What follows belongs to an exercise in optimizing a design on an open flow for small area, a short achievable clock period and few clock cycles; a production flow would make more cautious choices.
Function was checked by simulation only, so behaviour that the tests miss may differ from the original.

==> job 5842: inputs <==
## cnn_classifier
module cnn_classifier #(
    parameter int NUM_WINDOWS = 10
) (
    input  logic        clk_i,
    input  logic        rst,
    input  logic [15:0] data_i,
    input  logic [7:0]  ctrl_i,    
    output logic [3:0]  class_o,
    output logic        done_o
);
    logic         rst_q;
    logic [15:0]  data_q;
    logic [7:0]   ctrl_q;
    logic [455:0] w;
    logic [44:0]  feat;
    logic         start;
    always_ff @(posedge clk_i) begin
        rst_q  <= rst;
        data_q <= data_i;
        ctrl_q <= ctrl_i;
    end
    weight_regs weight_regs_inst (
        .clk_i  (clk_i),
        .rst_q  (rst_q),
        .data_q (data_q),
        .ctrl_q (ctrl_q),
        .w_o    (w)
    );
    window_conv window_conv_inst (
        .clk_i   (clk_i),
        .rst_q   (rst_q),
        .pix_i   (data_q[8:0]),
        .valid_i (ctrl_q[0]),
        .cw_i    (w[215:0]),
        .feat_o  (feat),
        .start_o (start)
    );
    class_argmax class_argmax_inst (
        .clk_i   (clk_i),
        .rst     (rst),
        .rst_q   (rst_q),
        .start_i (start),
        .feat_i  (feat),
        .clw_i   (w[455:216]),
        .class_o (class_o),
        .done_o  (done_o)
    );
endmodule
==> flow/config.mk <==
export PLATFORM = sky130hd
export DESIGN_NAME = cnn_classifier
export DESIGN_NICKNAME = cnn_classifier
export VERILOG_FILES = /design/flow/design.v
export SDC_FILE = /design/flow/constraint.sdc
export NUM_CORES = 4
export LEC_CHECK = 0
export CAP_MARGIN = 20
export CORE_MARGIN = 2
export CORE_UTILIZATION = 40
export CTS_CLUSTER_DIAMETER = 100
export CTS_CLUSTER_SIZE = 30
export SLEW_MARGIN = 20
==> flow/constraint.sdc <==
create_clock -name core_clock -period 13.0 [get_ports {clk_i}]
set_input_delay 2.6000 -clock core_clock [delete_from_list [all_inputs] [get_ports {clk_i}]]
set_output_delay 2.6000 -clock core_clock [all_outputs]
set_load 0.01 [all_outputs]
standard.sh (not shown) runs the stock make flow with config.mk's settings and CLKGATE_MAP_FILE= SYNTH_SCRIPT=/design/flow/synth_recipe.tcl, a recipe that flattens the netlist after the stock synthesis.
==> flow/flow/run.sh <==
#!/bin/bash
# The standard layout, with two changes to how it is made (constraints unchanged):
#  - after the standard synthesis, polarity.py flips full-adder cells whose
#    inputs and outputs sit behind inverters (a full adder is self-dual), which
#    removes those inverters; registers and their names are untouched;
#  - timing repair aims at a setup slack of MARGIN ns.
set -euo pipefail
cd "$(dirname "$0")/.."
MARGIN=9.3
R=orfs/results/sky130hd/cnn_classifier/base
bash standard.sh synth SETUP_SLACK_MARGIN=$MARGIN > synth_flow.log 2>&1
cp $R/1_2_yosys.v 1_2_yosys.standard.v
python3 flow/polarity.py 1_2_yosys.standard.v $R/1_2_yosys.v > polarity.log 2>&1
rm -f $R/1_synth.odb $R/1_synth.sdc
bash standard.sh finish SETUP_SLACK_MARGIN=$MARGIN > standard_flow.log 2>&1
==> flow/flow/polarity.py <==
#!/usr/bin/env python3
"""Remove inverters around full-adder cells of a Yosys-written gate netlist.

A full adder is self-dual: FA(~a,~b,~c) = (~sum, ~carry). For each
sky130 fa cell this tries flipping it (complementing its three inputs and
its two outputs) and keeps the flip when it leaves fewer inverter cells.
Usage: polarity.py IN.v OUT.v
"""
import re, sys
from collections import defaultdict

src = open(sys.argv[1]).read()
m = re.search(r'^(module .*?;\n)(.*?)(^endmodule)', src, re.S | re.M)
head, body, tail_kw = m.group(1), m.group(2), m.group(3)
pre, post = src[:m.start()], src[m.end():]

cell_re = re.compile(r'^  (sky130_fd_sc_hd__\w+) (\\\S+ |\S+) \((.*?)\n  \);\n', re.S | re.M)
pin_re = re.compile(r'\.(\w+)\((.*?)\)(?:,|\s*$)', re.S)

decl_lines = []
cells = {}          # name -> [type, {pin: net}]
order = []
pos = 0
for cm in cell_re.finditer(body):
    decl_lines.append(body[pos:cm.start()])
    pos = cm.end()
    typ, name, pins_txt = cm.group(1), cm.group(2), cm.group(3)
    pins = {}
    for pm in re.finditer(r'\.(\w+)\(([^\n]*?)\)\s*(?:,\s*)?\n', pins_txt + "\n"):
        pins[pm.group(1)] = pm.group(2).strip()
    cells[name] = [typ, pins]
    order.append(name)
rest = body[pos:]
decl = "".join(decl_lines)
if re.search(r'\bassign\b|sky130_fd_sc_hd__', decl + rest):
    sys.exit("assign statements not supported")

OUTS = {'X', 'Y', 'Q', 'Q_N', 'SUM', 'COUT', 'HI', 'LO'}
def is_inv(t): return re.match(r'sky130_fd_sc_hd__(clk)?inv_\d+$', t) is not None
def is_fa(t): return re.match(r'sky130_fd_sc_hd__fa_\d+$', t) is not None

ports = set()
for pm in re.finditer(r'^\s*(input|output)\s*(\[\d+:\d+\])?\s*(\S+);', decl, re.M):
    ports.add(pm.group(3))
def is_port(n): return n.split('[')[0] in ports

def build():
    drv, loads = {}, defaultdict(list)
    for name in order:
        if name not in cells: continue
        typ, pins = cells[name]
        for p, n in pins.items():
            if n == '' : continue
            if p in OUTS: drv[n] = (name, p)
            else: loads[n].append((name, p))
    return drv, loads

newn = [0]
def fresh():
    newn[0] += 1
    return f"polfix_{newn[0]}"
new_wires = []

def inv_count(): return sum(1 for n in cells if is_inv(cells[n][0]))

def try_flip(f, drv, loads, apply):
    typ, pins = cells[f]
    delta = 0
    ops = []
    for p in ('A', 'B', 'CIN'):
        n = pins[p]
        d = drv.get(n)
        if d and is_inv(cells[d[0]][0]):
            src_n = cells[d[0]][1]['A']
            # the inverter dies if this pin is its only load and its net is no port
            if len(loads[n]) == 1 and not is_port(n):
                delta -= 1
            ops.append(('in_src', p, src_n))
        else:
            # reuse an existing inverter of n
            k = [l for l in loads[n] if is_inv(cells[l[0]][0])]
            if k:
                ops.append(('in_src', p, cells[k[0][0]][1]['Y']))
            else:
                delta += 1
                ops.append(('in_new', p, n))
    for p in ('SUM', 'COUT'):
        n = pins[p]
        if is_port(n):
            return None
        ls = loads[n]
        invs = [l for l in ls if is_inv(cells[l[0]][0]) and not is_port(cells[l[0]][1]['Y'])]
        others = [l for l in ls if l not in invs]
        delta -= len(invs)
        if others: delta += 1
        ops.append(('out', p, n, invs, others))
    if not apply:
        return delta
    for op in ops:
        if op[0] == 'in_src':
            pins[op[1]] = op[2]
        elif op[0] == 'in_new':
            w = fresh(); new_wires.append(w)
            iname = f"polfix_inv_{newn[0]}"
            cells[iname] = ['sky130_fd_sc_hd__inv_1', {'A': op[2], 'Y': w}]
            order.append(iname)
            pins[op[1]] = w
        else:
            _, p, n, invs, others = op
            w = fresh(); new_wires.append(w)
            pins[p] = w
            for (jn, _) in invs:
                jy = cells[jn][1]['Y']
                # loads of the inverter's output now take the flipped output
                for name in order:
                    if name in cells:
                        for q, m_ in cells[name][1].items():
                            if m_ == jy and q not in OUTS:
                                cells[name][1][q] = w
                del cells[jn]
            if others:
                iname = f"polfix_inv_{newn[0]}"
                cells[iname] = ['sky130_fd_sc_hd__inv_1', {'A': w, 'Y': n}]
                order.append(iname)
    return delta

before = inv_count()
for it in range(6):
    changed = 0
    for f in list(order):
        if f not in cells or not is_fa(cells[f][0]): continue
        drv, loads = build()
        d = try_flip(f, drv, loads, False)
        if d is not None and d < 0:
            try_flip(f, drv, loads, True)
            changed += 1
    # drop inverters left without loads
    drv, loads = build()
    for name in list(order):
        if name in cells and is_inv(cells[name][0]):
            y = cells[name][1]['Y']
            if not loads[y] and not is_port(y):
                del cells[name]
    if not changed: break
after = inv_count()
sys.stderr.write(f"polarity: inverters {before} -> {after}\n")

out = [pre, head, decl]
for w in new_wires:
    out.append(f"  wire {w};\n")
for name in order:
    if name not in cells: continue
    typ, pins = cells[name]
    pl = ",\n".join(f"    .{p}({n}{' ' if n.startswith(chr(92)) else ''})" for p, n in pins.items())
    out.append(f"  {typ} {name} (\n{pl}\n  );\n")
out.append(rest)
out.append(tail_kw)
out.append(post)
open(sys.argv[2], 'w').write("".join(out))
==> job 608: changes against job 5842 <==
==> flow/flow/run.sh (replaced) <==
#!/bin/bash
# The standard layout, with three changes to how it is made (constraints unchanged):
#  - after the standard synthesis, polarity.py flips full-adder cells (a full
#    adder is self-dual) and swaps simple gates for their inverting twins where
#    that removes inverters; registers and their names are untouched;
#  - timing repair aims at a setup slack of MARGIN ns;
#  - the port buffers are buf_2 cells.
set -euo pipefail
cd "$(dirname "$0")/.."
MARGIN=9.3
R=orfs/results/sky130hd/cnn_classifier/base
bash standard.sh synth SETUP_SLACK_MARGIN=$MARGIN > synth_flow.log 2>&1
cp $R/1_2_yosys.v 1_2_yosys.standard.v
python3 flow/polarity.py 1_2_yosys.standard.v $R/1_2_yosys.v > polarity.log 2>&1
rm -f $R/1_synth.odb $R/1_synth.sdc
bash standard.sh finish SETUP_SLACK_MARGIN=$MARGIN "BUFFER_PORTS_ARGS=-buffer_cell sky130_fd_sc_hd__buf_2" > standard_flow.log 2>&1
--- a/flow/flow/polarity.py
+++ b/flow/flow/polarity.py
@@ -4,6 +4,8 @@
 A full adder is self-dual: FA(~a,~b,~c) = (~sum, ~carry). For each
 sky130 fa cell this tries flipping it (complementing its three inputs and
 its two outputs) and keeps the flip when it leaves fewer inverter cells.
+Also swaps simple gates for their inverting twins (and2 -> nand2 + inverter)
+so the flips can absorb them, and merges leftover pairs back.
 Usage: polarity.py IN.v OUT.v
 """
 import re, sys
@@ -62,6 +64,49 @@
 new_wires = []
 
 def inv_count(): return sum(1 for n in cells if is_inv(cells[n][0]))
+
+PAIRS = [('and2','nand2'),('and3','nand3'),('and4','nand4'),('or2','nor2'),('or3','nor3'),('or4','nor4'),
+         ('xor2','xnor2'),('a21o','a21oi'),('a22o','a22oi'),('a211o','a211oi'),('a31o','a31oi'),
+         ('a32o','a32oi'),('a221o','a221oi'),('a41o','a41oi'),('a311o','a311oi'),('a2111o','a2111oi'),
+         ('o21a','o21ai'),('o22a','o22ai'),('o211a','o211ai'),('o31a','o31ai'),('o32a','o32ai'),
+         ('o221a','o221ai'),('o41a','o41ai'),('o311a','o311ai'),('o2111a','o2111ai'),('mux2','mux2i'),
+         ('and2b','nand2b'),('or2b','nor2b'),('a21bo','a21boi'),('o21ba','o21bai'),('a2bb2o','a2bb2oi'),
+         ('o2bb2a','o2bb2ai'),('and3b','nand3b'),('or3b','nor3b'),('and4b','nand4b'),('or4b','nor4b')]
+COMP = {}
+for a, b in PAIRS:
+    COMP['sky130_fd_sc_hd__%s_1' % a] = ('sky130_fd_sc_hd__%s_1' % b, 'X', 'Y')
+    COMP['sky130_fd_sc_hd__%s_1' % b] = ('sky130_fd_sc_hd__%s_1' % a, 'Y', 'X')
+AREA = {}
+_cur = None
+for _l in open('/OpenROAD-flow-scripts/flow/platforms/sky130hd/lib/sky130_fd_sc_hd__tt_025C_1v80.lib'):
+    _m = re.match(r'\s*cell\s*\(\s*"?(\w+)"?\s*\)', _l)
+    if _m: _cur = _m.group(1)
+    _m = re.match(r'\s*area\s*:\s*([\d.]+)', _l)
+    if _m and _cur: AREA[_cur] = float(_m.group(1)); _cur = None
+COMP = {k: v for k, v in COMP.items() if k in AREA and v[0] in AREA}
+
+def complement(name):
+    """cell name -> complement cell driving a new net, plus an inverter to the old net"""
+    typ, pins = cells[name]
+    ctyp, op, np_ = COMP[typ]
+    n = pins[op]
+    w = fresh(); new_wires.append(w)
+    newpins = {p: v for p, v in pins.items() if p != op}
+    newpins[np_] = w
+    cells[name] = [ctyp, newpins]
+    iname = f"polfix_inv_{newn[0]}"
+    cells[iname] = ['sky130_fd_sc_hd__inv_1', {'A': w, 'Y': n}]
+    order.append(iname)
+
+# pre-pass: complementable cells feeding full adders get an inverter behind them
+_drv, _loads = build()
+for name in list(order):
+    if name not in cells or cells[name][0] not in COMP: continue
+    typ, pins = cells[name]
+    n = pins[COMP[typ][1]]
+    if is_port(n): continue
+    if any(is_fa(cells[l[0]][0]) for l in _loads[n]):
+        complement(name)
 
 def try_flip(f, drv, loads, apply):
     typ, pins = cells[f]
@@ -142,7 +187,25 @@
             if not loads[y] and not is_port(y):
                 del cells[name]
     if not changed: break
+# post-pass: an inverter that is the only load of a complementable cell merges into it
+drv, loads = build()
+for name in list(order):
+    if name not in cells or not is_inv(cells[name][0]): continue
+    a = cells[name][1]['A']; y = cells[name][1]['Y']
+    d = drv.get(a)
+    if not d or d[0] not in cells or cells[d[0]][0] not in COMP: continue
+    if len(loads[a]) != 1 or is_port(a): continue
+    dtyp, dpins = cells[d[0]]
+    ctyp, op, np_ = COMP[dtyp]
+    if AREA[ctyp] > AREA[dtyp] + AREA[cells[name][0]]: continue
+    newpins = {p: v for p, v in dpins.items() if p != op}
+    newpins[np_] = y
+    cells[d[0]] = [ctyp, newpins]
+    del cells[name]
+    drv, loads = build()
 after = inv_count()
+tot = sum(AREA.get(cells[n][0], 0) for n in cells)
+sys.stderr.write(f"polarity: area {tot:.1f}\n")
 sys.stderr.write(f"polarity: inverters {before} -> {after}\n")
 
 out = [pre, head, decl]
CAP_MARGIN = 0   (was 20)
CORE_UTILIZATION = 65   (was 40)
PLACE_DENSITY = 0.75   (was not set)
SLEW_MARGIN = 0   (was 20)
==> results_dict.tcl <==
set metrics [dict create \
    coreArea_mm2 0.0980 \
    dp_slack_ns 9.21 \
    layout.nonclk_buf_share_pct 2.48 \
    area_growth_pct 8.60 \
    htreeDepth 2 \
    switching_power_mw 2.03 \
    taps 1287 \
    status "complete, no violations" \
    num-nonclk-buffers 122 \
    n_fill_cell 8681 \
    grt_pass1_wl_um 146000 \
]
the above is filed under job 5842

==> results_dict.tcl <==
set metrics [dict create \
    status "complete, no violations" \
    grt_pass1_wl_um 140000 \
    wl_met2_um 44900 \
    area_growth_pct 5.34 \
    layout.nonclk_buf_share_pct 1.80 \
    dp_slack_ns 8.91 \
    n_fill_cell 4044 \
    num-nonclk-buffers 102 \
    coreArea_mm2 0.0592 \
    switching_power_mw 1.94 \
    use_met1_pct 40.4 \
    taps 773 \
]
the above is filed under job 608

Testbench counts of job 5842, summed over its fixed seeds: cycles 2,632.
Testbench counts of job 608, summed over its fixed seeds: cycles 2,632.

## afterwards: timing with drivers on the ports
How much do the figures lean on ideal ports? The routed layouts below were timed once more, with nothing changed but the port constraints.
Step 1 sets driving cells, clkbuf_16 on the clock port and buf_2 on the other inputs (assumed; they add their load-dependent delay and slew).
Step 2 times the ports against the registers' clock, not the clock port: input delays grow and output delays shrink by t, the midpoint of the rising clock arrivals with the driver on.
a / b / c = ideal ports / drivers / drivers and shift; a / b = the first two.
| run | shift t [ns] | slack for setup (ns) | hold slack, ns |
|---|---|---|---|
| job 5842 | 0.667 | 9.354 / 9.286 / 9.410 | 0.380 / 0.380 / 0.380 |
| job 608 | 0.724 | 9.304 / 9.237 / 9.409 | 0.379 / 0.379 / 0.379 |
After both steps every run listed still meets setup and hold.
